This is an optimization exercise on Yosys and OpenROAD, whose aim is small area, a short achievable clock period and few clock cycles per item, not a production implementation.
No functional check of the RTL was part of any run shown here.
No activity file was given, so power comes from the tool's default toggle rates.

--- flow/design.v ---
package wgns_pkg;
	localparam int MAX_WIDTH  = 256;
	localparam int MAX_HEIGHT = 256;
	localparam int COL_W      = $clog2(MAX_WIDTH);
	localparam int ROW_W      = $clog2(MAX_HEIGHT);
	localparam int SIZE_W     = 9;
	localparam int THR_W      = 4;
	localparam int CFG_IDX_W  = 2;
	localparam int CFG_DATA_W = SIZE_W;
	localparam int IN_DATA_W  = 8;
	localparam int OUT_DATA_W = 24;
	localparam int OUT_USER_W = 2;
	localparam logic [SIZE_W-1:0] RST_WIDTH   = SIZE_W'(64);
	localparam logic [SIZE_W-1:0] RST_HEIGHT  = SIZE_W'(64);
	localparam logic [THR_W-1:0]  RST_KEEP    = THR_W'(5);
	localparam logic [THR_W-1:0]  RST_GROW    = THR_W'(6);
	localparam logic [CFG_IDX_W-1:0] REG_GRID_WIDTH  = 2'd0;
	localparam logic [CFG_IDX_W-1:0] REG_GRID_HEIGHT = 2'd1;
	localparam logic [CFG_IDX_W-1:0] REG_WALL_KEEP   = 2'd2;
	localparam logic [CFG_IDX_W-1:0] REG_FLOOR_GROW  = 2'd3;
endpackage
module wgns_seg #(
	parameter int LEN = 1
) (
	input  logic clk,
	input  logic en,
	input  logic sel,
	input  logic d,
	output logic q
);
	logic [LEN-1:0] sr;
	always_ff @(posedge clk) begin
		if (en) begin
			sr <= {sr, d};
		end
	end
	assign q = sel ? sr[LEN-1] : d;
endmodule
module wgns_line_buf (
	input  logic       clk,
	input  logic       en,
	input  logic [7:0] sel,
	input  logic       d,
	output logic       q
);
	logic s128, s64, s32, s16, s8, s4, s2, s1;
	logic r1, r2;
	wgns_seg #(.LEN(128)) u_s128 (.clk(clk), .en(en), .sel(sel[7]), .d(d),    .q(s128));
	wgns_seg #(.LEN(64))  u_s64  (.clk(clk), .en(en), .sel(sel[6]), .d(s128), .q(s64));
	wgns_seg #(.LEN(32))  u_s32  (.clk(clk), .en(en), .sel(sel[5]), .d(s64),  .q(s32));
	wgns_seg #(.LEN(16))  u_s16  (.clk(clk), .en(en), .sel(sel[4]), .d(s32),  .q(s16));
	always_ff @(posedge clk) begin
		if (en) begin
			r1 <= s16;
		end
	end
	wgns_seg #(.LEN(8))   u_s8   (.clk(clk), .en(en), .sel(sel[3]), .d(r1),   .q(s8));
	wgns_seg #(.LEN(4))   u_s4   (.clk(clk), .en(en), .sel(sel[2]), .d(s8),   .q(s4));
	wgns_seg #(.LEN(2))   u_s2   (.clk(clk), .en(en), .sel(sel[1]), .d(s4),   .q(s2));
	wgns_seg #(.LEN(1))   u_s1   (.clk(clk), .en(en), .sel(sel[0]), .d(s2),   .q(s1));
	always_ff @(posedge clk) begin
		if (en) begin
			r2 <= s1;
		end
	end
	assign q = r2;
endmodule
module wall_grid_neighbor_smoothing_core (
	input  logic                                clk,
	input  logic                                arst_n,
	input  logic                                s_axis_tvalid,
	output logic                                s_axis_tready,
	input  logic [wgns_pkg::IN_DATA_W-1:0]      s_axis_tdata,   
	output logic                                m_axis_tvalid,
	input  logic                                m_axis_tready,
	output logic [wgns_pkg::OUT_DATA_W-1:0]     m_axis_tdata,   
	output logic [wgns_pkg::OUT_USER_W-1:0]     m_axis_tuser,   
	output logic                                m_axis_tlast,   
	input  logic                                cfg_we,
	input  logic [wgns_pkg::CFG_IDX_W-1:0]      cfg_index,
	input  logic [wgns_pkg::CFG_DATA_W-1:0]     cfg_wdata
);
	logic [7:0] sat3;
	logic [7:0] wv_q, hv_q;    
	logic [3:0] keep_thr_q, grow_thr_q;
	assign sat3 = (cfg_wdata < 9'd3)   ? 8'd0 :
	              (cfg_wdata > 9'd256) ? 8'd253 : 8'(cfg_wdata - 9'd3);
	always_ff @(posedge clk or negedge arst_n) begin
		if (!arst_n) begin
			wv_q       <= 8'(wgns_pkg::RST_WIDTH - 3);
			hv_q       <= 8'(wgns_pkg::RST_HEIGHT - 3);
			keep_thr_q <= wgns_pkg::RST_KEEP;
			grow_thr_q <= wgns_pkg::RST_GROW;
		end else if (cfg_we) begin
			case (cfg_index)
				wgns_pkg::REG_GRID_WIDTH:  wv_q       <= sat3;
				wgns_pkg::REG_GRID_HEIGHT: hv_q       <= sat3;
				wgns_pkg::REG_WALL_KEEP:   keep_thr_q <= cfg_wdata[3:0];
				wgns_pkg::REG_FLOOR_GROW:  grow_thr_q <= cfg_wdata[3:0];
				default: ;
			endcase
		end
	end
	logic e0_q, e1_q, v0_q, v1_q, tready_q;
	logic in_acc, adv_q, push_q, take;
	logic v0_n, v1_n;
	assign in_acc        = s_axis_tvalid && tready_q;
	assign s_axis_tready = tready_q;
	always_comb begin
		v0_n = v0_q;
		v1_n = v1_q;
		if (adv_q) begin
			v0_n = v1_q || in_acc;
			v1_n = v1_q && in_acc;
		end else if (in_acc) begin
			v0_n = 1'b1;
			v1_n = v0_q;
		end
	end
	always_ff @(posedge clk or negedge arst_n) begin
		if (!arst_n) begin
			v0_q <= 1'b0;
			v1_q <= 1'b0;
		end else begin
			v0_q <= v0_n;
			v1_q <= v1_n;
		end
	end
	always_ff @(posedge clk) begin
		tready_q <= !v1_n;
	end
	always_ff @(posedge clk) begin
		if (adv_q ? !v1_q : !v0_q)
			e0_q <= s_axis_tdata[0];
		else if (adv_q)
			e0_q <= e1_q;
		if (in_acc)
			e1_q <= s_axis_tdata[0];
	end
	logic [7:0] cd_q, rd_q, cd_n, rd_n;
	logic       fc_q, fr_q, r1_q, lc_q, lr_q;    
	logic       fc_n, fr_n, r1_n, lc_n, lr_n;
	logic       has_a, has_b, has_a_n, has_b_n;
	assign has_a   = !fr_q && !fc_q;
	assign has_b   = lc_q || lr_q;
	assign has_a_n = !fr_n && !fc_n;
	assign has_b_n = lc_n || lr_n;
	always_comb begin
		cd_n = cd_q;
		rd_n = rd_q;
		fc_n = fc_q;
		fr_n = fr_q;
		r1_n = r1_q;
		lc_n = lc_q;
		lr_n = lr_q;
		if (adv_q) begin
			if (lc_q) begin
				cd_n = '0;
				fc_n = 1'b1;
				lc_n = 1'b0;
				if (lr_q) begin
					rd_n = '0;
					fr_n = 1'b1;
					r1_n = 1'b0;
					lr_n = 1'b0;
				end else begin
					rd_n = rd_q - 1'b1;
					fr_n = 1'b0;
					r1_n = fr_q;
					lr_n = rd_q == ~hv_q;
				end
			end else begin
				cd_n = cd_q - 1'b1;
				fc_n = 1'b0;
				lc_n = cd_q == ~wv_q;
			end
		end
	end
	always_ff @(posedge clk or negedge arst_n) begin
		if (!arst_n) begin
			cd_q <= '0;
			rd_q <= '0;
			fc_q <= 1'b1;
			fr_q <= 1'b1;
			r1_q <= 1'b0;
			lc_q <= 1'b0;
			lr_q <= 1'b0;
		end else begin
			cd_q <= cd_n;
			rd_q <= rd_n;
			fc_q <= fc_n;
			fr_q <= fr_n;
			r1_q <= r1_n;
			lc_q <= lc_n;
			lr_q <= lr_n;
		end
	end
	logic mid_bit, top_bit;    
	wgns_line_buf u_row1 (
		.clk (clk),
		.en  (push_q),
		.sel (wv_q),
		.d   (e0_q),
		.q   (mid_bit)
	);
	wgns_line_buf u_row2 (
		.clk (clk),
		.en  (push_q),
		.sel (wv_q),
		.d   (mid_bit),
		.q   (top_bit)
	);
	logic [1:0] new_sum, s1_sum_q, s2_sum_q;
	logic       m2_q;           
	logic       t_eff, b_eff;
	logic [3:0] ge, ge_q;
	assign t_eff   = top_bit || r1_q;
	assign b_eff   = e0_q || lr_q;
	assign new_sum = lc_q ? 2'd3 : 2'(t_eff) + 2'(mid_bit) + 2'(b_eff);
	logic [9:0] keep_t, grow_t, thr_t, thr_s;
	always_comb begin
		for (int j = 0; j < 10; j++) begin
			keep_t[j] = 4'(j) > keep_thr_q;
			grow_t[j] = 4'(j) >= grow_thr_q;
		end
		thr_t = m2_q ? keep_t : grow_t;
		thr_s = thr_t >> s1_sum_q;
		ge    = 4'(thr_s >> (fc_q ? 2'd3 : s2_sum_q));
	end
	always_ff @(posedge clk) begin
		if (adv_q) begin
			s1_sum_q <= fc_q ? 2'd3 : s2_sum_q;
			s2_sum_q <= new_sum;
			m2_q     <= mid_bit;
			ge_q     <= ge;
		end
	end
	logic pa_q, pb_q, bbit_q, abit, ov_q, mv, mv_bit;
	logic pa_n, pb_n;
	logic q0_q, q1_q, qv0_q, qv1_q, qv0_n, qv1_n;
	logic adv_n, free_n;
	assign abit   = ge_q[s2_sum_q];
	assign mv     = (pa_q || pb_q) && !qv1_q;
	assign mv_bit = pa_q ? abit : bbit_q;
	assign take   = qv0_q && (m_axis_tready || !ov_q);
	always_comb begin
		pa_n = pa_q;
		pb_n = pb_q;
		if (adv_q && (has_a || has_b)) begin
			pa_n = has_a;
			pb_n = has_b;
		end else if (mv) begin
			if (pa_q)
				pa_n = 1'b0;
			else
				pb_n = 1'b0;
		end
		qv0_n = qv0_q;
		qv1_n = qv1_q;
		if (take) begin
			qv0_n = qv1_q || mv;
			qv1_n = 1'b0;
		end else if (mv) begin
			qv0_n = 1'b1;
			qv1_n = qv0_q;
		end
		if (has_a_n || has_b_n)
			free_n = !(pa_n || pb_n) || (!qv1_n && (pa_n != pb_n));
		else
			free_n = !pa_n || !qv1_n;
		adv_n = v0_n && free_n;
	end
	always_ff @(posedge clk or negedge arst_n) begin
		if (!arst_n) begin
			pa_q   <= 1'b0;
			pb_q   <= 1'b0;
			qv0_q  <= 1'b0;
			qv1_q  <= 1'b0;
			adv_q  <= 1'b0;
			push_q <= 1'b0;
		end else begin
			pa_q   <= pa_n;
			pb_q   <= pb_n;
			qv0_q  <= qv0_n;
			qv1_q  <= qv1_n;
			adv_q  <= adv_n;
			push_q <= adv_n && !lc_n;
		end
	end
	always_ff @(posedge clk) begin
		if (adv_q && has_b)
			bbit_q <= e0_q;
		if (take ? !qv1_q : !qv0_q)
			q0_q <= mv_bit;
		else if (take)
			q0_q <= q1_q;
		if (mv && qv0_q && !take)
			q1_q <= mv_bit;
	end
	logic       owall_q, osm_q, orl_q, olast_q, start_q;
	logic [7:0] ocol_q, orow_q;
	logic       f_xw2_q, f_yh2_q, f_yh1_q;    
	logic       n_sm, n_rl, n_last, n_xw2, n_yh2, n_yh1;
	logic [7:0] n_col, n_row;
	logic       eq_wm3, eq_hm3;
	assign eq_wm3 = ocol_q == wv_q;
	assign eq_hm3 = orow_q == hv_q;
	always_comb begin
		n_sm   = 1'b0;
		n_rl   = 1'b1;
		n_last = 1'b0;
		n_xw2  = 1'b0;
		n_yh2  = 1'b0;
		n_yh1  = 1'b0;
		n_col  = ocol_q;
		n_row  = orow_q;
		if (start_q || olast_q) begin
			n_col = wv_q + 8'd2;
			n_row = '0;
		end else if (!osm_q) begin
			if (f_yh1_q) begin
				n_sm  = 1'b1;
				n_rl  = 1'b0;
				n_row = hv_q + 8'd1;
				n_xw2 = f_xw2_q;
				n_yh2 = 1'b1;
			end else if (f_yh2_q) begin
				n_col = '0;
				n_row = orow_q + 1'b1;
				n_yh1 = 1'b1;
			end else begin
				n_sm  = 1'b1;
				n_col = '0;
			end
		end else begin
			if (f_yh2_q) begin
				n_col  = ocol_q + 1'b1;
				n_row  = orow_q + 1'b1;
				n_xw2  = eq_wm3;
				n_yh1  = 1'b1;
				n_last = f_xw2_q;
			end else if (f_xw2_q) begin
				n_col = ocol_q + 1'b1;
				n_row = orow_q + 1'b1;
				n_yh2 = eq_hm3;
			end else begin
				n_sm  = 1'b1;
				n_col = ocol_q + 1'b1;
				n_xw2 = eq_wm3;
				n_rl  = !eq_wm3;
				n_yh2 = f_yh2_q;
			end
		end
	end
	always_ff @(posedge clk or negedge arst_n) begin
		if (!arst_n) begin
			ov_q    <= 1'b0;
			start_q <= 1'b1;
		end else begin
			ov_q <= take || (ov_q && !m_axis_tready);
			if (take)
				start_q <= 1'b0;
		end
	end
	logic [19:0] oreg_q, oreg_n, port_q;
	assign oreg_n = {q0_q, n_row, n_col, n_rl, n_sm, n_last};
	always_ff @(posedge clk) begin
		if (take)
			oreg_q <= oreg_n;
		port_q <= ({20{take}} & oreg_n) | ({20{!take}} & oreg_q);
	end
	assign {owall_q, orow_q, ocol_q, orl_q, osm_q, olast_q} = oreg_q;
	always_ff @(posedge clk) begin
		if (take) begin
			f_xw2_q <= n_xw2;
			f_yh2_q <= n_yh2;
			f_yh1_q <= n_yh1;
		end
	end
	assign m_axis_tvalid = ov_q;
	assign m_axis_tdata  = {7'd0, port_q[19:3]};
	assign m_axis_tuser  = port_q[2:1];
	assign m_axis_tlast  = port_q[0];
endmodule
--- flow/run.sh ---
#!/bin/bash
# synth_recipe.tcl (not shown) runs the flow's synth.tcl, then flattens the netlist and writes it again
# the make line also repeats each setting of config.mk as NAME=value (left out here)
make -C /OpenROAD-flow-scripts/flow DESIGN_CONFIG=/design/flow/config.mk WORK_HOME=/design/flow/orfs CLKGATE_MAP_FILE= SYNTH_SCRIPT=/design/flow/synth_recipe.tcl finish
--- flow/constraint.sdc ---
create_clock -name core_clock -period 5.0 [get_ports {clk}]
set_input_delay 1.0000 -clock core_clock [delete_from_list [all_inputs] [get_ports {clk}]]
set_output_delay 1.0000 -clock core_clock [all_outputs]
set_load 0.01 [all_outputs]
--- flow/config.mk ---
export PLATFORM = sky130hd
export DESIGN_NAME = wall_grid_neighbor_smoothing_core
export DESIGN_NICKNAME = wall_grid_neighbor_smoothing_core
export VERILOG_FILES = /design/flow/design.v
export SDC_FILE = /design/flow/constraint.sdc
export NUM_CORES = 4
export LEC_CHECK = 0
export CAP_MARGIN = 20
export CORE_MARGIN = 2
export CORE_UTILIZATION = 60
export CTS_BUF_LIST = sky130_fd_sc_hd__clkbuf_8
export CTS_CLUSTER_DIAMETER = 60
export CTS_CLUSTER_SIZE = 20
export HOLD_SLACK_MARGIN = 0
export SETUP_SLACK_MARGIN = 3.05
export SLEW_MARGIN = 20
==> run_summary.xml, run 1 <==
<?xml version="1.0" encoding="UTF-8"?>
<metrics>
  <group name="power">
    <metric name="vdd.ir_drop.worst" unit="mV">0.4072</metric>
    <metric name="power.sequential.fraction" unit="">0.646</metric>
    <metric name="fraction_of_power_spent_switching_nets" unit="">0.2805</metric>
    <metric name="power.clock.fraction" unit="">0.153</metric>
    <metric name="leakage" unit="nW">8.467</metric>
    <metric name="cellPowerDensity" unit="mW/mm^2">634.4</metric>
    <metric name="internal-power" unit="mW">11.12</metric>
    <metric name="total_switching_power" unit="mW">4.336</metric>
    <metric name="power.combinational.fraction" unit="">0.201</metric>
  </group>
  <group name="global_route">
    <metric name="grt_first_pass_wirelength" unit="um">50420</metric>
    <metric name="first_global_vias" unit="">9217</metric>
    <metric name="globalRouteOverflowTotal" unit="">0</metric>
    <metric name="grt_start_max_net_pins" unit="">192</metric>
    <metric name="grt_util_all_layers" unit="">0.1678</metric>
    <metric name="grt_antenna_before_repair" unit="">0</metric>
  </group>
  <group name="yosys">
    <metric name="post_synthesis_average_cell_area" unit="sq um">18.56</metric>
    <metric name="synth_top_area_cell" unit="">sky130_fd_sc_hd__edfxtp_1</metric>
    <metric name="synth-warning-count" unit="">10</metric>
    <metric name="async_set_or_reset_register_ratio_after_synthesis" unit="">0.08772</metric>
    <metric name="post_synth_instance_area" unit="sq mm">0.02209</metric>
    <metric name="synth_adder_area_share" unit="">0.006005</metric>
    <metric name="post_synth_main_area_contributors" unit="">sky130_fd_sc_hd__edfxtp_1, sky130_fd_sc_hd__dfrtp_1, sky130_fd_sc_hd__mux2_2</metric>
    <metric name="yosys.cell_types.count" unit="">73</metric>
    <metric name="yosysSeqAreaShare" unit="">0.8314</metric>
    <metric name="proportion_of_netlist_area_held_by_the_largest_area_contributor" unit="">0.7491</metric>
    <metric name="synth_enable_flop_cells" unit="">551</metric>
    <metric name="post_synth_inst_count" unit="">1190</metric>
    <metric name="synth-xor-area-share" unit="">0.02300</metric>
    <metric name="yosys.area_share.simple" unit="">0.04758</metric>
    <metric name="yosys_register_bits" unit="">627</metric>
    <metric name="synth_compound_gate_area_share" unit="">0.04713</metric>
    <metric name="ys.flop_type" unit="">sky130_fd_sc_hd__edfxtp_1</metric>
    <metric name="synth.area.mux_share" unit="">0.02764</metric>
    <metric name="synth_top_family_by_area" unit="">simple AND/OR/NAND/NOR gates</metric>
  </group>
  <group name="detailed_routing">
    <metric name="drt.antenna.violating_nets" unit="">0</metric>
    <metric name="initialDrtViolationCount" unit="">640</metric>
    <metric name="wl" unit="um">32230</metric>
    <metric name="routedWlPerCell" unit="um">18.08</metric>
    <metric name="via_per_inst" unit="">5.572</metric>
    <metric name="drc" unit="">0</metric>
    <metric name="detail_route.first_pass.iterations" unit="">4</metric>
    <metric name="dr_total_vias" unit="">9929</metric>
  </group>
  <group name="cts">
    <metric name="clock-sinks" unit="">627</metric>
    <metric name="path_clk_slew" unit="ns">0.11</metric>
    <metric name="clock_latency" unit="ns">0.63</metric>
    <metric name="cts_buffers" unit="">41</metric>
    <metric name="tritoncts" unit="">yes</metric>
    <metric name="buffer_cell_driving_the_clock_tree_root" unit="">sky130_fd_sc_hd__clkbuf_8</metric>
    <metric name="htree_num_levels" unit="">2</metric>
    <metric name="ctsLongestPathBuffers" unit="">3</metric>
    <metric name="cts_hold_repair.buffers" unit="">0</metric>
  </group>
  <group name="sta">
    <metric name="max_clock_freq" unit="MHz">468.5</metric>
    <metric name="max_slew.worst_pin.slew" unit="ns">0.9676</metric>
    <metric name="grt_setup_unrepaired" unit="">true</metric>
    <metric name="final.setup.tns" unit="ns">0</metric>
    <metric name="final-max-slew-violation-count" unit="">0</metric>
    <metric name="final_worst_path_cycle_share" unit="">0.4269</metric>
    <metric name="tmin_final" unit="ns">2.134</metric>
    <metric name="setup_viol" unit="">0</metric>
    <metric name="worst_clock_skew" unit="ns">0.02196</metric>
    <metric name="timing_hold_violations_final" unit="">0</metric>
    <metric name="max_slew_headroom" unit="">0.3549</metric>
  </group>
  <group name="outcome">
    <metric name="run_status" unit="">no timing/DRC/antenna violations</metric>
  </group>
  <group name="setup_path">
    <metric name="worstPathCellList" unit="">buf_6</metric>
    <metric name="worst-setup-path-type" unit="">register to primary output</metric>
    <metric name="worst-endpoint-required" unit="ns">4.00</metric>
    <metric name="crit_path_top_delay_cell" unit="">sky130_fd_sc_hd__dfrtp_1</metric>
    <metric name="crit_path_end_kind" unit="">primary output</metric>
    <metric name="worstPathArrival" unit="ns">1.13</metric>
    <metric name="worst-path-buf-inv" unit="">1</metric>
    <metric name="timing.critical_path.from_type" unit="">register</metric>
    <metric name="critical_path.top_delay_family" unit="">flip-flops</metric>
    <metric name="critPathMaxStageDelay" unit="ns">0.40</metric>
    <metric name="path_max_fanout" unit="">2</metric>
  </group>
  <group name="die">
    <metric name="placeable_area" unit="sq mm">0.03643</metric>
    <metric name="die-width" unit="um">195.9</metric>
    <metric name="fp.dieH" unit="um">195.9</metric>
    <metric name="dieArea" unit="sq mm">0.03836</metric>
    <metric name="row_count" unit="">70</metric>
    <metric name="initial_utilization" unit="">0.6062</metric>
    <metric name="pin_count" unit="">53</metric>
  </group>
  <group name="place">
    <metric name="dpl.hpwl" unit="um">16940</metric>
    <metric name="routabilityCongestion" unit="">0.8058</metric>
    <metric name="port-buffer-count" unit="">38</metric>
  </group>
  <group name="final_layout">
    <metric name="finalCoreUtilization" unit="">0.6688</metric>
    <metric name="num-nets-final" unit="">1326</metric>
    <metric name="antenna-diode-count" unit="">0</metric>
    <metric name="post_route_cells_drive_above_1_share" unit="">0.2093</metric>
    <metric name="fillCellCount" unit="">2475</metric>
    <metric name="relative_area_change_from_synthesis_to_final_layout" unit="%">10.33</metric>
  </group>
  <group name="job">
    <metric name="timing.max_cap.violations" unit="">0</metric>
  </group>
  <group name="min_path">
    <metric name="class_of_the_tightest_hold_or_removal_check" unit="">register to register</metric>
  </group>
</metrics>
==> repair_timing <==
action,4_1_cts,5_1_grt
setup endpoints to repair,76,61
setup buffers,28,32
gates resized for setup,154,39
pin swaps,13,16
==> power by group through the flow <==
stage | clock, mW | combinational [mW] | sequential (mW)
3_3_place_gp | 0 | 2.58 | 10.1
6_report | 2.37 | 3.11 | 9.99
5_1_grt | 2.66 | 3.44 | 10.2
2_1_floorplan | 0 | 1.51 | 10.4
4_1_cts | 2.51 | 2.85 | 10.0
3_5_place_dp | 0 | 2.64 | 10.1
==> sequential cells by signal, summed over array words and instances (netlist names), 8 cells and up <==
signal / cells
cd_q: 8
hv_q: 8
oreg_q: 20
port_q: 20
rd_q: 8
u_row1.u_s128.sr: 128
u_row1.u_s16.sr: 16
u_row1.u_s32.sr: 32
u_row1.u_s64.sr: 64
u_row1.u_s8.sr: 8
u_row2.u_s128.sr: 128
u_row2.u_s16.sr: 16
u_row2.u_s32.sr: 32
u_row2.u_s64.sr: 64
u_row2.u_s8.sr: 8
wv_q: 8
==> per-stage QoR <==
stage	cell area (sq um)	setup WS [ns]	power [mW]	hold WS (ns)	std cells
finish	24370	2.866	15.46	0.4196	1782
global route	24370	2.798	16.33	0.4252	1782
CTS	23950	2.791	15.38	0.4226	1750
detailed placement	22960	1.983	12.76	0.4045	1657
global placement	22960	1.994	12.69	0.4014	1657
floorplan	22220	0.7907	11.89	0.4003	1196
==> per-layer routing <==
metal / share of wire / vias up / global-route usage
li1: - / 4707 / -
met1: 0.52 / 4999 / 0.2773
met2: 0.42 / 178 / 0.2284
met3: 0.041 / 45 / 0.03473
met4: 0.021 / 0 / 0.04630
met5: 0 / - / 0
==> cells by family after synthesis <==
group / after synthesis
AOI/OAI and AO/OA: 156
buffers and inverters: 78
other: 1
DFF: 627
xor gates and xnor gates: 58
and+or+nand+nor: 207
muxes: 53
adders and majority gates: 10
==> cell usage in the layout (no fill, tap or decap), types with 7 or more instances in the layout <==
| cell | synthesis | final |
|---|---|---|
| sky130_fd_sc_hd__nand2_1 | 58 | 56 |
| sky130_fd_sc_hd__clkdlybuf4s50_1 | 0 | 9 |
| sky130_fd_sc_hd__buf_4 | 10 | 54 |
| sky130_fd_sc_hd__mux2_4 | 1 | 13 |
| sky130_fd_sc_hd__buf_6 | 2 | 13 |
| sky130_fd_sc_hd__nand4_1 | 13 | 13 |
| sky130_fd_sc_hd__dfxtp_1 | 21 | 14 |
| sky130_fd_sc_hd__conb_1 | 1 | 7 |
| sky130_fd_sc_hd__mux2_2 | 40 | 28 |
| sky130_fd_sc_hd__dfrtp_1 | 38 | 30 |
| sky130_fd_sc_hd__ha_1 | 9 | 8 |
| sky130_fd_sc_hd__a22o_1 | 7 | 7 |
| sky130_fd_sc_hd__edfxtp_1 | 551 | 551 |
| sky130_fd_sc_hd__o21ai_0 | 50 | 35 |
| sky130_fd_sc_hd__xor2_1 | 35 | 35 |
| sky130_fd_sc_hd__nand3_1 | 13 | 13 |
| sky130_fd_sc_hd__a211oi_1 | 9 | 7 |
| sky130_fd_sc_hd__dfstp_2 | 17 | 17 |
| sky130_fd_sc_hd__o21ai_1 | 2 | 13 |
| sky130_fd_sc_hd__a21oi_1 | 27 | 21 |
| sky130_fd_sc_hd__buf_2 | 6 | 18 |
| sky130_fd_sc_hd__clkbuf_8 | 2 | 42 |
| sky130_fd_sc_hd__nor2b_1 | 12 | 11 |
| sky130_fd_sc_hd__or3_1 | 8 | 8 |
| sky130_fd_sc_hd__nor2_1 | 38 | 34 |
| sky130_fd_sc_hd__dfxtp_2 | 0 | 7 |
| sky130_fd_sc_hd__a31oi_1 | 9 | 7 |
| sky130_fd_sc_hd__o21a_1 | 8 | 8 |
| sky130_fd_sc_hd__nor3_1 | 22 | 21 |
| sky130_fd_sc_hd__inv_1 | 26 | 32 |
| sky130_fd_sc_hd__xnor2_1 | 23 | 23 |
| sky130_fd_sc_hd__mux2i_1 | 10 | 9 |
==> cells in the mapped netlist, types with 4 or more instances <==
cell / number
sky130_fd_sc_hd__mux2i_1: 10
sky130_fd_sc_hd__a21oi_1: 27
sky130_fd_sc_hd__edfxtp_1: 551
sky130_fd_sc_hd__dfxtp_1: 21
sky130_fd_sc_hd__dfstp_2: 17
sky130_fd_sc_hd__clkbuf_1: 26
sky130_fd_sc_hd__o211ai_1: 5
sky130_fd_sc_hd__inv_1: 26
sky130_fd_sc_hd__buf_4: 10
sky130_fd_sc_hd__dfrtp_1: 38
sky130_fd_sc_hd__nand4_1: 13
sky130_fd_sc_hd__a31oi_1: 9
sky130_fd_sc_hd__nand3b_1: 5
sky130_fd_sc_hd__nor4_1: 7
sky130_fd_sc_hd__or3_1: 8
sky130_fd_sc_hd__xnor2_1: 23
sky130_fd_sc_hd__ha_1: 9
sky130_fd_sc_hd__nand3_1: 13
sky130_fd_sc_hd__a211oi_1: 9
sky130_fd_sc_hd__nand2b_1: 6
sky130_fd_sc_hd__o21a_1: 8
sky130_fd_sc_hd__xor2_1: 35
sky130_fd_sc_hd__a221oi_1: 4
sky130_fd_sc_hd__o21ai_0: 50
sky130_fd_sc_hd__a22oi_1: 4
sky130_fd_sc_hd__or2_2: 4
sky130_fd_sc_hd__and3_1: 6
sky130_fd_sc_hd__nor2_1: 38
sky130_fd_sc_hd__nor3_1: 22
sky130_fd_sc_hd__nor2b_1: 12
sky130_fd_sc_hd__buf_2: 6
sky130_fd_sc_hd__nand2_1: 58
sky130_fd_sc_hd__o22ai_1: 4
sky130_fd_sc_hd__a22o_1: 7
sky130_fd_sc_hd__mux2_2: 40
==> worst reg2reg max path: cells and delay by family (launching register included) <==
kind | cells | cell delay, ns
mux | 4 | 1.18
flops | 1 | 0.66
==> layout make-up <==
| cell class | instances | area (sq um) | share of cell area |
|---|---|---|---|
| sequential | 627 | 18390 | 0.7546 |
| multi-input combinational | 491 | 3654 | 0.1499 |
| timing repair buffer | 104 | 874.6 | 0.03589 |
| tap | 468 | 585.6 | 0.02403 |
| clock buffer | 42 | 578.1 | 0.02372 |
| clock inverter | 23 | 161.4 | 0.006624 |
| inverter | 27 | 127.6 | 0.005237 |
==> path summary, 6_finish.rpt <==
path / depth (start not counted) / to / start / slack, ns
worst max-delay path: 1 / m_axis_tvalid / ov_q$_DFF_PN0_ / 2.87
worst min-delay path: 0 / u_row1.u_s128.sr[97]$_DFFE_PP_ / u_row1.u_s128.sr[96]$_DFFE_PP_ / 0.42
worst max register to register: 4 / u_row1.r2$_DFFE_PP_ / wv_q[3]$_DFFE_PN1P_ / 2.91
worst min register to register: 0 / u_row1.u_s128.sr[97]$_DFFE_PP_ / u_row1.u_s128.sr[96]$_DFFE_PP_ / 0.42
max in group asynchronous: 2 / hv_q[2]$_DFFE_PN1P_ / arst_n / 3.65
min in group asynchronous: 1 / cd_q[7]$_DFFE_PN0P_ / arst_n / 0.49
==> run 2, diff against run 1 <==
--- a/flow/design.v
+++ b/flow/design.v
@@ -105,7 +105,6 @@
 	logic in_acc, adv_q, push_q, take;
 	logic v0_n, v1_n;
 	assign in_acc        = s_axis_tvalid && tready_q;
-	assign s_axis_tready = tready_q;
 	always_comb begin
 		v0_n = v0_q;
 		v1_n = v1_q;
@@ -126,9 +125,12 @@
 			v1_q <= v1_n;
 		end
 	end
+	logic tready_port_q;
 	always_ff @(posedge clk) begin
-		tready_q <= !v1_n;
+		tready_q      <= !v1_n;
+		tready_port_q <= adv_q ? !(v1_q && in_acc) : !(in_acc && v0_q) && !v1_q;
 	end
+	assign s_axis_tready = tready_port_q;
 	always_ff @(posedge clk) begin
 		if (adv_q ? !v1_q : !v0_q)
 			e0_q <= s_axis_tdata[0];
@@ -235,7 +237,7 @@
 			ge_q     <= ge;
 		end
 	end
-	logic pa_q, pb_q, bbit_q, abit, ov_q, mv, mv_bit;
+	logic pa_q, pb_q, bbit_q, abit, ov_q, ov_port_q, mv, mv_bit;
 	logic pa_n, pb_n;
 	logic q0_q, q1_q, qv0_q, qv1_q, qv0_n, qv1_n;
 	logic adv_n, free_n;
@@ -354,10 +356,12 @@
 	end
 	always_ff @(posedge clk or negedge arst_n) begin
 		if (!arst_n) begin
-			ov_q    <= 1'b0;
-			start_q <= 1'b1;
+			ov_q      <= 1'b0;
+			ov_port_q <= 1'b0;
+			start_q   <= 1'b1;
 		end else begin
-			ov_q <= take || (ov_q && !m_axis_tready);
+			ov_q      <= take || (ov_q && !m_axis_tready);
+			ov_port_q <= take || (ov_port_q && !m_axis_tready);
 			if (take)
 				start_q <= 1'b0;
 		end
@@ -377,7 +381,7 @@
 			f_yh1_q <= n_yh1;
 		end
 	end
-	assign m_axis_tvalid = ov_q;
+	assign m_axis_tvalid = ov_port_q;
 	assign m_axis_tdata  = {7'd0, port_q[19:3]};
 	assign m_axis_tuser  = port_q[2:1];
 	assign m_axis_tlast  = port_q[0];
--- a/flow/config.mk
+++ b/flow/config.mk
@@ -12,5 +12,5 @@
 export CTS_CLUSTER_DIAMETER = 60
 export CTS_CLUSTER_SIZE = 20
 export HOLD_SLACK_MARGIN = 0
-export SETUP_SLACK_MARGIN = 3.05
+export SETUP_SLACK_MARGIN = 3.0
 export SLEW_MARGIN = 20
==> run 2 against run 1 <==
  * Combinational power decreased by 2%
  * Power decreased by 5.3%
  * Non-clock buffer count increased by 5
  * Clock skew decreased by 0.0023 ns
  * Sequential power decreased by 9.5%
  * Critical endpoint unchanged
==> run_summary.xml, run 2 <==
<?xml version="1.0" encoding="UTF-8"?>
<metrics>
  <group name="final_layout">
    <metric name="reg_area" unit="sq mm">0.01843</metric>
    <metric name="antenna-diode-count" unit="">0</metric>
    <metric name="multiInputGateArea" unit="sq mm">0.003638</metric>
    <metric name="finalNonFillerCells" unit="">1800</metric>
    <metric name="post_route_cells_drive_above_1_share" unit="">0.2125</metric>
    <metric name="layout_common_cells" unit="">sky130_fd_sc_hd__edfxtp_1, sky130_fd_sc_hd__buf_4, sky130_fd_sc_hd__nand2_1</metric>
    <metric name="fillCellCount" unit="">2444</metric>
    <metric name="top_regs" unit="">u_row1.u_s128.sr: 128 flops, u_row2.u_s128.sr: 128 flops</metric>
    <metric name="final_design_area_no_fill" unit="sq mm">0.02454</metric>
    <metric name="relative_area_change_from_synthesis_to_final_layout" unit="%">10.99</metric>
    <metric name="mostFrequentLayoutCell" unit="">sky130_fd_sc_hd__edfxtp_1</metric>
    <metric name="num-nets-final" unit="">1341</metric>
  </group>
  <group name="detailed_routing">
    <metric name="drt.antenna.violating_nets" unit="">0</metric>
    <metric name="initialDrtViolationCount" unit="">736</metric>
    <metric name="via_per_inst" unit="">5.580</metric>
    <metric name="drc" unit="">0</metric>
    <metric name="wl" unit="um">33310</metric>
    <metric name="detail_route.first_pass.iterations" unit="">4</metric>
    <metric name="dr_total_vias" unit="">10040</metric>
    <metric name="routedWlPerCell" unit="um">18.51</metric>
  </group>
  <group name="cts">
    <metric name="tritoncts" unit="">yes</metric>
    <metric name="ctsLongestPathBuffers" unit="">3</metric>
    <metric name="buffer_cell_driving_the_clock_tree_root" unit="">sky130_fd_sc_hd__clkbuf_8</metric>
    <metric name="path_clk_slew" unit="ns">0.11</metric>
    <metric name="cts_buffers" unit="">42</metric>
    <metric name="htree_num_levels" unit="">2</metric>
    <metric name="clock_latency" unit="ns">0.63</metric>
    <metric name="clock-sinks" unit="">629</metric>
  </group>
  <group name="die">
    <metric name="fp.dieH" unit="um">196.0</metric>
    <metric name="die-width" unit="um">196.0</metric>
    <metric name="dieArea" unit="sq mm">0.03841</metric>
    <metric name="placeable_area" unit="sq mm">0.03643</metric>
    <metric name="initial_utilization" unit="">0.6069</metric>
    <metric name="row_count" unit="">70</metric>
    <metric name="pin_count" unit="">53</metric>
  </group>
  <group name="sta">
    <metric name="max_clock_freq" unit="MHz">466.6</metric>
    <metric name="smallest_hold_slack" unit="ns">0.4164</metric>
    <metric name="max_slew.worst_pin.slew" unit="ns">0.9601</metric>
    <metric name="timing_hold_violations_final" unit="">0</metric>
    <metric name="grt_setup_unrepaired" unit="">true</metric>
    <metric name="worst_clock_skew" unit="ns">0.01968</metric>
    <metric name="tmin_final" unit="ns">2.143</metric>
    <metric name="final-max-slew-violation-count" unit="">0</metric>
    <metric name="final_worst_path_cycle_share" unit="">0.4286</metric>
    <metric name="max_slew_headroom" unit="">0.3599</metric>
    <metric name="final.setup.tns" unit="ns">0</metric>
    <metric name="setup_viol" unit="">0</metric>
  </group>
  <group name="yosys">
    <metric name="yosysSeqAreaShare" unit="">0.8325</metric>
    <metric name="yosys.cell_types.count" unit="">72</metric>
    <metric name="synth_top_family_by_area" unit="">compound AO/OA/AOI/OAI gates</metric>
    <metric name="post_synth_main_area_contributors" unit="">sky130_fd_sc_hd__edfxtp_1, sky130_fd_sc_hd__dfrtp_1, sky130_fd_sc_hd__mux2_2</metric>
    <metric name="synth_adder_area_share" unit="">0.005998</metric>
    <metric name="synth-xor-area-share" unit="">0.02139</metric>
    <metric name="proportion_of_netlist_area_held_by_the_largest_area_contributor" unit="">0.7483</metric>
    <metric name="synth_top_area_cell" unit="">sky130_fd_sc_hd__edfxtp_1</metric>
    <metric name="yosysMostFrequentCell" unit="">sky130_fd_sc_hd__edfxtp_1</metric>
    <metric name="post_synth_instance_area" unit="sq mm">0.02211</metric>
    <metric name="async_set_or_reset_register_ratio_after_synthesis" unit="">0.08903</metric>
    <metric name="post_synthesis_average_cell_area" unit="sq um">18.47</metric>
    <metric name="post_synth_inst_count" unit="">1197</metric>
    <metric name="yosys.area_share.simple" unit="">0.04883</metric>
    <metric name="synth.area.mux_share" unit="">0.02563</metric>
    <metric name="synth-warning-count" unit="">10</metric>
    <metric name="ys.flop_type" unit="">sky130_fd_sc_hd__edfxtp_1</metric>
    <metric name="yosys_register_bits" unit="">629</metric>
    <metric name="synth_enable_flop_cells" unit="">551</metric>
    <metric name="synth.cells.most_frequent" unit="">sky130_fd_sc_hd__edfxtp_1, sky130_fd_sc_hd__nand2_1, sky130_fd_sc_hd__o21ai_0, sky130_fd_sc_hd__mux2_2, sky130_fd_sc_hd__dfrtp_1</metric>
    <metric name="synth_compound_gate_area_share" unit="">0.04951</metric>
  </group>
  <group name="global_route">
    <metric name="globalRouteOverflowTotal" unit="">0</metric>
    <metric name="grt_start_max_net_pins" unit="">167</metric>
    <metric name="first_global_vias" unit="">9397</metric>
    <metric name="grt_antenna_before_repair" unit="">1</metric>
    <metric name="grt_first_pass_wirelength" unit="um">51950</metric>
    <metric name="grt_util_all_layers" unit="">0.1738</metric>
  </group>
  <group name="setup_path">
    <metric name="worstPathCellList" unit="">buf_2</metric>
    <metric name="timing.critical_path.from_type" unit="">register</metric>
    <metric name="ff2ff_setup_slack" unit="ns">2.92</metric>
    <metric name="crit_path_end" unit="">m_axis_tvalid</metric>
    <metric name="regToRegStartpoint" unit="">wv_q[3]$_DFFE_PN1P_</metric>
    <metric name="critPathMaxStageDelay" unit="ns">0.38</metric>
    <metric name="worst-endpoint-required" unit="ns">4.00</metric>
    <metric name="critical_path.top_delay_family" unit="">flip-flops</metric>
    <metric name="critical_path_stages" unit="">1</metric>
    <metric name="crit_path_end_kind" unit="">primary output</metric>
    <metric name="worstPathArrival" unit="ns">1.14</metric>
    <metric name="timing.reg2reg.worst_path_depth" unit="">5</metric>
    <metric name="setup.worst_path.start" unit="">ov_port_q$_DFF_PN0_</metric>
    <metric name="worst-setup-path-type" unit="">register to primary output</metric>
    <metric name="path_max_fanout" unit="">2</metric>
    <metric name="crit_path_top_delay_cell" unit="">sky130_fd_sc_hd__dfrtp_1</metric>
    <metric name="worst-path-buf-inv" unit="">1</metric>
    <metric name="worst_r2r_endpoint" unit="">u_row2.r2$_DFFE_PP_</metric>
  </group>
  <group name="place">
    <metric name="port-buffer-count" unit="">38</metric>
    <metric name="dpl.hpwl" unit="um">17720</metric>
    <metric name="routabilityCongestion" unit="">0.7992</metric>
    <metric name="placedInstanceArea" unit="sq mm">0.02299</metric>
    <metric name="dpl.cell_count" unit="">1665</metric>
  </group>
  <group name="outcome">
    <metric name="run_status" unit="">no timing/DRC/antenna violations</metric>
  </group>
  <group name="power">
    <metric name="leakage" unit="nW">7.942</metric>
    <metric name="vdd.ir_drop.worst" unit="mV">0.3653</metric>
    <metric name="fin_total_pwr" unit="mW">14.63</metric>
    <metric name="cellPowerDensity" unit="mW/mm^2">596.2</metric>
  </group>
  <group name="job">
    <metric name="timing.max_cap.violations" unit="">0</metric>
  </group>
  <group name="min_path">
    <metric name="class_of_the_tightest_hold_or_removal_check" unit="">register to register</metric>
  </group>
</metrics>
run 2: changes by cell type after synthesis, sizes merged, moves of 6 or more:
cell	delta
xor2	-17
xnor2	+13
nand2b	+12
a21oi	+10
nand3	+10
nor3	-8
nand2	-7
o21ai	-7
nor2b	-6
run 2: cell type report:
cell class	instances	area share
clock buffer	46	0.02580
tap	468	0.02386
timing repair buffer	109	0.03747
multi-input combinational	491	0.1483
sequential	629	0.7510
inverter	33	0.005557
clock inverter	23	0.007749
timing repair inverter	1	0.0003569
run 2: worst min-delay path by stage:
stage | startpoint | endpoint | cells past startpoint | slack [ns]
floorplan | u_row1.u_s128.sr[99]$_DFFE_PP_ | u_row1.u_s128.sr[100]$_DFFE_PP_ | 0 | 0.40
finish | u_row2.u_s128.sr[8]$_DFFE_PP_ | u_row2.u_s128.sr[9]$_DFFE_PP_ | 0 | 0.42
CTS | u_row2.u_s8.sr[1]$_DFFE_PP_ | u_row2.u_s8.sr[2]$_DFFE_PP_ | 0 | 0.41
detailed placement | u_row1.u_s128.sr[100]$_DFFE_PP_ | u_row1.u_s128.sr[101]$_DFFE_PP_ | 0 | 0.40
global placement | u_row1.u_s128.sr[90]$_DFFE_PP_ | u_row1.u_s128.sr[91]$_DFFE_PP_ | 0 | 0.40
global route | u_row2.u_s8.sr[1]$_DFFE_PP_ | u_row2.u_s8.sr[2]$_DFFE_PP_ | 0 | 0.41
run 2: layer usage:
layer	GRT usage	part of all wire	vias to the layer above
met3	0.03765	0.038	58
li1	-	-	4764
met1	0.2872	0.52	5057
met5	0	0.00039	-
met2	0.2329	0.42	163
met4	0.05275	0.022	2
run 2: where the power goes:
part / switching [mW] / leakage (nW) / internal [mW]
Combinational: 1.83 / 1.94 / 1.24
Sequential: 0.840 / 5.56 / 8.20
Clock: 1.55 / 0.444 / 0.980
Total: 4.22 / 7.94 / 10.4
run 2: per-stage QoR:
stage	setup WS (ns)	utilization
floorplan	0.7907	-
global placement	1.634	0.6309
detailed placement	1.653	0.6309
CTS	2.803	0.6624
global route	2.793	0.6736
finish	2.857	0.6736
run 2: cell families (layout without fill, tap and decap cells):
logic type	Yosys count	count (layout)
flip-flops	629	629
other	1	7
AO/OA/AOI/OAI	164	164
buffers and inverters	83	212
multiplexers	49	49
adder cells (fa/ha/maj)	10	10
XOR/XNOR	54	54
AND/OR/NAND/NOR	207	207
run 2: worst register-to-register path, cell delays in order (launching register included):
cell and delay [ns]:
sky130_fd_sc_hd__dfstp_2 0.61, sky130_fd_sc_hd__buf_12 0.12, sky130_fd_sc_hd__mux2_4 0.29, sky130_fd_sc_hd__mux2_2 0.28, sky130_fd_sc_hd__mux2_4 0.29, sky130_fd_sc_hd__mux2_2 0.26
run 2: repair_timing:
action,CTS,global route
gates cloned,1,1
pin swaps,9,17
endpoints found under the setup margin,260,217
buffers inserted,35,29
resized for setup,153,47
hold buffers,0,0
==> run 3, diff against run 2 <==
--- a/flow/config.mk
+++ b/flow/config.mk
@@ -12,5 +12,5 @@
 export CTS_CLUSTER_DIAMETER = 60
 export CTS_CLUSTER_SIZE = 20
 export HOLD_SLACK_MARGIN = 0
-export SETUP_SLACK_MARGIN = 3.0
+export SETUP_SLACK_MARGIN = 3.1
 export SLEW_MARGIN = 20
==> run 3 against run 2 <==
  * Still clean on timing, DRC and antenna
  * Final cell count grew 0.44%
  * Count of clock-buffer cells in the layout shrank 1
  * Synthesized cell count is the same
  * Worst setup slack gained 0.013 ns
==> run_summary.xml, run 3 <==
<?xml version="1.0" encoding="UTF-8"?>
<metrics>
  <group name="outcome">
    <metric name="run_status" unit="">no timing/DRC/antenna violations</metric>
  </group>
  <group name="setup_path">
    <metric name="worst-endpoint-required" unit="ns">4.00</metric>
    <metric name="crit_path_end_kind" unit="">primary output</metric>
    <metric name="crit_path_top_delay_cell" unit="">sky130_fd_sc_hd__dfrtp_1</metric>
    <metric name="timing.critical_path.from_type" unit="">register</metric>
    <metric name="worstPathArrival" unit="ns">1.13</metric>
    <metric name="path_max_fanout" unit="">2</metric>
    <metric name="critical_path.top_delay_family" unit="">flip-flops</metric>
    <metric name="worst-setup-path-type" unit="">register to primary output</metric>
    <metric name="regToRegStartpoint" unit="">wv_q[3]$_DFFE_PN1P_</metric>
    <metric name="setup.worst_path.start" unit="">ov_port_q$_DFF_PN0_</metric>
    <metric name="worst-path-buf-inv" unit="">1</metric>
    <metric name="worstPathCellList" unit="">buf_2</metric>
    <metric name="critPathMaxStageDelay" unit="ns">0.38</metric>
  </group>
  <group name="global_route">
    <metric name="grt_start_max_net_pins" unit="">160</metric>
    <metric name="grt_antenna_before_repair" unit="">2</metric>
    <metric name="first_global_vias" unit="">9313</metric>
    <metric name="grt_util_all_layers" unit="">0.1711</metric>
    <metric name="grt_first_pass_wirelength" unit="um">51070</metric>
    <metric name="globalRouteOverflowTotal" unit="">0</metric>
  </group>
  <group name="cts">
    <metric name="htree_num_levels" unit="">2</metric>
    <metric name="buffer_cell_driving_the_clock_tree_root" unit="">sky130_fd_sc_hd__clkbuf_8</metric>
    <metric name="path_clk_slew" unit="ns">0.09</metric>
    <metric name="cts_hold_repair.buffers" unit="">0</metric>
    <metric name="tritoncts" unit="">yes</metric>
    <metric name="clock_latency" unit="ns">0.65</metric>
    <metric name="clock-sinks" unit="">629</metric>
    <metric name="cts_buffers" unit="">43</metric>
    <metric name="ctsLongestPathBuffers" unit="">3</metric>
  </group>
  <group name="yosys">
    <metric name="post_synth_inst_count" unit="">1197</metric>
    <metric name="async_set_or_reset_register_ratio_after_synthesis" unit="">0.08903</metric>
    <metric name="yosysSeqAreaShare" unit="">0.8325</metric>
    <metric name="yosys_register_bits" unit="">629</metric>
    <metric name="proportion_of_netlist_area_held_by_the_largest_area_contributor" unit="">0.7483</metric>
    <metric name="post_synthesis_average_cell_area" unit="sq um">18.47</metric>
    <metric name="synth_enable_flop_cells" unit="">551</metric>
    <metric name="synth-warning-count" unit="">10</metric>
    <metric name="yosysMostFrequentCell" unit="">sky130_fd_sc_hd__edfxtp_1</metric>
    <metric name="synth.cells.most_frequent" unit="">sky130_fd_sc_hd__edfxtp_1, sky130_fd_sc_hd__nand2_1, sky130_fd_sc_hd__o21ai_0, sky130_fd_sc_hd__mux2_2, sky130_fd_sc_hd__dfrtp_1</metric>
    <metric name="post_synth_main_area_contributors" unit="">sky130_fd_sc_hd__edfxtp_1, sky130_fd_sc_hd__dfrtp_1, sky130_fd_sc_hd__mux2_2</metric>
    <metric name="ys.flop_type" unit="">sky130_fd_sc_hd__edfxtp_1</metric>
    <metric name="synth_top_area_cell" unit="">sky130_fd_sc_hd__edfxtp_1</metric>
    <metric name="yosys.cell_types.count" unit="">72</metric>
    <metric name="post_synth_instance_area" unit="sq mm">0.02211</metric>
  </group>
  <group name="die">
    <metric name="die-width" unit="um">196.0</metric>
    <metric name="pin_count" unit="">53</metric>
    <metric name="placeable_area" unit="sq mm">0.03643</metric>
    <metric name="dieArea" unit="sq mm">0.03841</metric>
    <metric name="initial_utilization" unit="">0.6069</metric>
    <metric name="row_count" unit="">70</metric>
    <metric name="fp.dieH" unit="um">196.0</metric>
  </group>
  <group name="detailed_routing">
    <metric name="drc" unit="">0</metric>
    <metric name="wl" unit="um">32760</metric>
    <metric name="dr_total_vias" unit="">10100</metric>
    <metric name="via_per_inst" unit="">5.585</metric>
    <metric name="detail_route.first_pass.iterations" unit="">7</metric>
    <metric name="initialDrtViolationCount" unit="">573</metric>
    <metric name="drt.antenna.violating_nets" unit="">0</metric>
    <metric name="routedWlPerCell" unit="um">18.12</metric>
  </group>
  <group name="power">
    <metric name="power.combinational.fraction" unit="">0.219</metric>
    <metric name="internal-power" unit="mW">10.53</metric>
    <metric name="total_switching_power" unit="mW">4.280</metric>
    <metric name="leakage" unit="nW">8.071</metric>
    <metric name="power.sequential.fraction" unit="">0.610</metric>
    <metric name="power.clock.fraction" unit="">0.172</metric>
    <metric name="cellPowerDensity" unit="mW/mm^2">597.0</metric>
    <metric name="fraction_of_power_spent_switching_nets" unit="">0.2891</metric>
    <metric name="vdd.ir_drop.worst" unit="mV">0.3353</metric>
  </group>
  <group name="final_layout">
    <metric name="post_route_cells_drive_above_1_share" unit="">0.2313</metric>
    <metric name="relative_area_change_from_synthesis_to_final_layout" unit="%">12.14</metric>
    <metric name="num-nets-final" unit="">1346</metric>
    <metric name="antenna-diode-count" unit="">0</metric>
    <metric name="top_regs" unit="">u_row1.u_s128.sr: 128 flops, u_row2.u_s128.sr: 128 flops</metric>
    <metric name="finalNonFillerCells" unit="">1808</metric>
    <metric name="mostFrequentLayoutCell" unit="">sky130_fd_sc_hd__edfxtp_1</metric>
    <metric name="layout_common_cells" unit="">sky130_fd_sc_hd__edfxtp_1, sky130_fd_sc_hd__buf_4, sky130_fd_sc_hd__nand2_1</metric>
  </group>
  <group name="sta">
    <metric name="timing_hold_violations_final" unit="">0</metric>
    <metric name="tmin_final" unit="ns">2.131</metric>
    <metric name="final-max-slew-violation-count" unit="">0</metric>
    <metric name="final_worst_path_cycle_share" unit="">0.4261</metric>
    <metric name="grt_setup_unrepaired" unit="">true</metric>
    <metric name="worst_clock_skew" unit="ns">0.03752</metric>
    <metric name="max_slew.worst_pin.slew" unit="ns">0.8709</metric>
    <metric name="final.setup.tns" unit="ns">0</metric>
    <metric name="smallest_hold_slack" unit="ns">0.3731</metric>
    <metric name="max_slew_headroom" unit="">0.4194</metric>
    <metric name="setup_viol" unit="">0</metric>
    <metric name="max_clock_freq" unit="MHz">469.4</metric>
  </group>
  <group name="min_path">
    <metric name="class_of_the_tightest_hold_or_removal_check" unit="">input port to async pin</metric>
  </group>
  <group name="place">
    <metric name="dpl.hpwl" unit="um">17380</metric>
    <metric name="routabilityCongestion" unit="">0.7982</metric>
    <metric name="dpl.cell_count" unit="">1666</metric>
    <metric name="port-buffer-count" unit="">38</metric>
  </group>
  <group name="job">
    <metric name="timing.max_cap.violations" unit="">0</metric>
  </group>
</metrics>
## run 3: logic make-up (layout without fill, tap and decap cells)
kind of cell,after synthesis,after routing,synth area share
other,1,7,0.0001696
and+or+nand+nor,207,207,0.04883
DFF,629,629,0.8325
AOI/OAI and AO/OA,164,164,0.04951
xor gates and xnor gates,54,54,0.02139
buffers and inverters,83,220,0.01596
muxes,49,49,0.02563
adders and majority gates,10,10,0.005998
## run 3: final timing paths
path,slack [ns],depth (start not counted),to
setup / recovery,2.87,1,m_axis_tvalid
hold / removal,0.37,1,ov_port_q$_DFF_PN0_
setup reg to reg,2.94,4,u_row1.r2$_DFFE_PP_
hold reg to reg,0.41,0,u_row2.u_s128.sr[67]$_DFFE_PP_
max in group asynchronous,3.75,2,fr_q$_DFF_PN1_
min in group core_clock,0.41,0,u_row2.u_s128.sr[67]$_DFFE_PP_
## run 3: layer usage
layer / GRT usage / share of wire / wire length, um / up-vias
met1: 0.2845 / 0.51 / 16820 / 5093
met4: 0.06061 / 0.024 / 794 / 2
met3: 0.02819 / 0.036 / 1194 / 60
li1: - / - / - / 4778
met2: 0.2303 / 0.43 / 13940 / 165
met5: 0 / 0.00049 / 16 / -
## run 3: cell type report
type / count / area, sq um
inverters: 33 / 150.1
flip-flops and latches: 629 / 18430
repair buffers: 113 / 930.9
clock buffers: 45 / 619.3
repair inverters: 1 / 8.758
multi-input cells: 491 / 3847
clock inverters: 28 / 221.5
fillers: 2394 / 11640
well taps: 468 / 585.6
## run 3: repair_timing
action | CTS | global route
gates cloned | 2 | 0
resized for setup | 161 | 65
pin swaps | 13 | 26
buffers inserted | 34 | 33
setup endpoints to repair | 106 | 66
## run 3: per-stage QoR
| step | utilization | worst slack [ns] | total power [mW] | cell area (sq um) |
|---|---|---|---|---|
| floorplan | - | 0.7907 | 11.06 | 22300 |
| global placement | 0.6330 | 1.979 | 11.79 | 23060 |
| detailed placement | 0.6330 | 1.952 | 11.83 | 23060 |
| CTS | 0.6661 | 2.814 | 14.66 | 24270 |
| global route | 0.6806 | 2.816 | 15.61 | 24800 |
| finish | 0.6806 | 2.869 | 14.81 | 24800 |
## run 3: power by group through the flow
stage | Sequential (mW) | Clock, mW | Combinational [mW]
after floorplan | 9.50 | 0 | 1.56
after global placement | 9.17 | 0 | 2.62
after detailed placement | 9.17 | 0 | 2.66
after CTS | 9.04 | 2.67 | 2.95
after global routing | 9.20 | 2.83 | 3.58
final | 9.03 | 2.54 | 3.24

static timing again, ports no longer ideal:
No port has a modelled driver above. Below, the same layouts with a new extraction and two added sets of constraints. Step 1 sets driving cells, clkbuf_16 on the clock port and buf_2 on the other inputs (assumed; they add their load-dependent delay and slew). Step 2, shift: input delay + t, output delay - t, t = (earliest + latest rising clock arrival at the registers) / 2. This alone moves slack from input paths to output paths. a / b / c = ideal / step 1 / step 2; a / b = the first two.
run	shift t [ns]	setup WS [ns]	slew at the worst register clock pin (ns)	cell pins on the clock port's net
run 1	0.663	2.866 / 2.818 / 2.425	0.11 / 0.11	1
run 2	0.674	2.857 / 2.808 / 2.371	0.12 / 0.12	1
run 3	0.676	2.869 / 2.819 / 2.413	0.12 / 0.12	1
After both steps every run listed still meets setup and hold. The setup slack of run 2, which loses most, moves by -0.049 ns with the drivers and by -0.486 ns with both steps.
